What follows belongs to an exercise in optimizing a design on an open flow for small area and a short achievable clock period; a production flow would make more cautious choices.
At most, simulation tests tie the RTL to the original design; equivalence was not proved.
Power figures rest on the tool's default switching activity, not on a simulated workload.

Setup of run 1:
// ex_top
module ex_top #(
	parameter int DATA_WIDTH = 64,
	parameter int ALU_K      = 4,
	parameter int BR_K       = 8,
	parameter int ALU_KIND   = 0,
	parameter int BR_KIND    = 0
) (
	input  logic                  clk,
	input  logic                  reset,
	input  logic                  issue,
	input  logic [DATA_WIDTH-1:0] read_data1,
	input  logic [DATA_WIDTH-1:0] read_data2,
	input  logic [DATA_WIDTH-1:0] pc,
	input  logic [DATA_WIDTH-1:0] imm,
	input  logic [DATA_WIDTH-1:0] br_offset,
	input  ex_pkg::alu_op_t       alu_op,
	input  logic                  alu_src,
	input  logic                  set_flags,
	input  ex_pkg::br_kind_t      br_kind,
	input  ex_pkg::cond_t         cond,
	output logic                  result_valid,
	output logic [DATA_WIDTH-1:0] alu_result,
	output logic [DATA_WIDTH-1:0] store_data,
	output logic [DATA_WIDTH-1:0] br_target,
	output logic                  br_taken,
	output logic                  negative,
	output logic                  zero,
	output logic                  overflow,
	output logic                  carry_out
);
Size in the first run: about 2500 cells after synthesis, about 530 I/O pins, ~22000 um2 of cells after synthesis.
export LEC_CHECK = 0
export ABC_AREA = 1
export CAP_MARGIN = 20
export CORE_MARGIN = 2
export CORE_UTILIZATION = 40
export CTS_BUF_LIST = sky130_fd_sc_hd__clkbuf_8
export CTS_CLUSTER_DIAMETER = 60
export CTS_CLUSTER_SIZE = 20
export SETUP_SLACK_MARGIN = 3.0
export SLEW_MARGIN = 20
export SYNTH_HIERARCHICAL = 1
export TNS_END_PERCENT = 10
create_clock -name core_clock -period 5.5 [get_ports {clk}]
standard.sh (not shown) runs the stock make flow with config.mk's settings and CLKGATE_MAP_FILE= SYNTH_SCRIPT=/design/flow/synth_recipe.tcl, a recipe that flattens the netlist after the stock synthesis.
==> flow/flow/run.sh <==
#!/bin/bash
# Standard layout, with plain buf_1 cells as the port buffers instead of the
# buffer_ports default (clkdlybuf4s50_1). Each tool's output goes to its own log.
set -euo pipefail
export BUFFER_PORTS_ARGS="-buffer_cell sky130_fd_sc_hd__buf_1"
bash standard.sh synth > synth.log 2>&1
bash standard.sh > layout.log 2>&1
Changes in run 2 relative to run 1:
Settings: a change of SETUP_SLACK_MARGIN from 3.0 to 3.3; a change of CTS_CLUSTER_SIZE from 20 to 30; a change of CTS_CLUSTER_DIAMETER from 60 to 80; a change of CTS_BUF_LIST from sky130_fd_sc_hd__clkbuf_8 to sky130_fd_sc_hd__clkbuf_16.
## What came out
- Wire length of the first global-routing pass: run 2 vs run 1 up about 7%
- | number of design-rule violations left by the first detailed-router iteration | run 2 vs run 1 | 35% higher |
- | fraction of power spent switching nets | higher: run 2 |
- When run 2 is set beside run 1, its number of standard cells in the layout, taps in and fillers out turns out to be 58 larger.
- Compared with run 1, run 2 shows a part of the cycle the worst path needs that is 1.6 points lower.
- Run comparison: run 1 most common library cell in the layout ignoring fill and taps nand2_1; run 2 most common library cell in the layout ignoring fill and taps buf_1
- [compare] base=run 1 new=run 2: worst relative slew slack now smaller; global-route usage now larger; count of buffer and inverter cells on the critical path now smaller.
diff inputs: run 2 => run 3
Settings: SETUP_SLACK_MARGIN: 3.3 -> 3.0.
==> run notes <==
- [compare] base=run 2 new=run 3: sum of routed wire segments on met1 decreased about 6%; met3 layer usage reported by global route barely changed; number of nets with antenna violations after routing stayed essentially flat; global-route usage went down 2.1 points; shortest clock period the worst path allows after layout increased by 0.039 ns relative to the old numbers.
The following lists how run 4 was set up differently from run 3:
Settings: ABC_AREA: 1 -> unset; GPL_ROUTABILITY_DRIVEN: unset -> 0.
In the metrics for run 4 and run 3, the one carrying the higher clock-buffer cell count is run 4.
Between run 4 and run 3, the difference in routed wire length is negligible.
Between run 3 and run 4, the flow reports placed instance count decreasing by more than 10%.
Between run 4 and run 3, the difference in fraction of area in clock buffers and inverters is negligible.
Summary — share of cell area taken by flip-flops and latches, run 4 relative to run 3: lower, by 1.0 points.
Compared with run 3, run 4 shows post-synthesis instance total that has gone down by more than 10%.
Relative to run 3, share of final-layout standard cells stronger than drive strength 1 increased by 2.3 points in run 4.
Of run 4 and run 3, it is run 4 that has the higher number of logic stages on the critical path including buffering.
Per the comparison of run 4 with run 3, final worst hold slack saw an increase, minimum clock period grew by 0.055 ns, number of cells upsized or downsized after cts increased by 53 relative to the old numbers.

Another version of the RTL of ex_top (not shown whole).
For scale: roughly 2100 cells after synthesis, about 530 I/O pins, about 0.022 mm2 of cells after synthesis.
==> flow/config.mk <==
export PLATFORM = sky130hd
export DESIGN_NAME = ex_top
export DESIGN_NICKNAME = ex_top
export VERILOG_FILES = /design/flow/design.v
export SDC_FILE = /design/flow/constraint.sdc
export NUM_CORES = 4
export LEC_CHECK = 0
export CAP_MARGIN = 20
export CORE_MARGIN = 2
export CORE_UTILIZATION = 40
export CTS_BUF_LIST = sky130_fd_sc_hd__clkbuf_16
export CTS_CLUSTER_DIAMETER = 80
export CTS_CLUSTER_SIZE = 30
export SETUP_SLACK_MARGIN = 3.1
export SLEW_MARGIN = 20
==> flow/constraint.sdc <==
create_clock -name core_clock -period 5.5 [get_ports {clk}]
set_input_delay 1.1000 -clock core_clock [delete_from_list [all_inputs] [get_ports {clk}]]
set_output_delay 1.1000 -clock core_clock [all_outputs]
set_load 0.01 [all_outputs]
Scripts as last shown in full above: flow/flow/run.sh
The baseline ran to the end with no violations.
Then changed:
Settings changed: SETUP_SLACK_MARGIN 3.1 to 2.5, SYNTH_HIERARCHICAL set to 1.
Power barely changes.
Clock skew hardly moves.
Count of clock-buffer cells in the layout came out higher by 4.
Utilization fell by 4.6 points.
Synthesized cell count shrinks by 2.6%.
Routed wire length is lower by 8.7%.
Non-clock buffer count is lower by 100.
Then changed:
Settings changed: SETUP_SLACK_MARGIN 2.5 to 3.0.
=> Power went down slightly. Routed wire length rose by a few percent. Flip-flop and latch count does not change. Non-clock buffer count came out higher by 103. Worst hold slack gains 0.019 ns. Maximum frequency is higher by roughly a tenth. Die area does not change. Sequential power hardly moves. Worst setup slack improved by 0.35 ns. Combinational power is higher by roughly a tenth.
No functional check of the RTL was part of any run of this note.

what the ideal ports hide:
The flow's constraints put no driver on any port. The routed layouts listed below were extracted and timed again, unchanged, in two steps.
Step 1 (the two cells are an assumption about what drives the block):
set clk [get_ports {clk}]
set_driving_cell -lib_cell sky130_fd_sc_hd__clkbuf_16 $clk
set_driving_cell -lib_cell sky130_fd_sc_hd__buf_2 [delete_from_list [all_inputs] $clk]
Step 2 moves the port delays by t, midway between the first and last clock arrival at a register: inputs arrive t later, outputs are due t later. That takes back most of the time a late clock gives input paths.
a / b / c = ideal / step 1 / step 2; a / b = the first two.
run	t (ns)	slack for setup (ns)	hold slack, ns	worst setup path at the end
run 1	0.683	3.039 / 3.007 / 2.324	0.431 / 0.431 / 0.431	input to register
run 2	0.669	3.125 / 3.064 / 2.444	0.421 / 0.421 / 0.421	input to register
run 3	0.664	3.086 / 3.045 / 2.381	0.417 / 0.417 / 0.417	input to register
run 4	0.662	3.031 / 2.722 / 2.059	0.439 / 0.439 / 0.439	input to register
the first run of note 2	0.643	2.907 / 2.814 / 2.172	0.409 / 0.409 / 0.409	input to register
the second run of note 2	0.670	2.591 / 2.600 / 1.930	0.426 / 0.426 / 0.426	input to register
the third run of note 2	0.643	2.945 / 2.859 / 2.217	0.444 / 0.444 / 0.444	input to register
After both steps setup and hold are still met in every run listed. The setup slack of run 4, which loses most, moves by -0.309 ns with the drivers and by -0.972 ns with both steps.
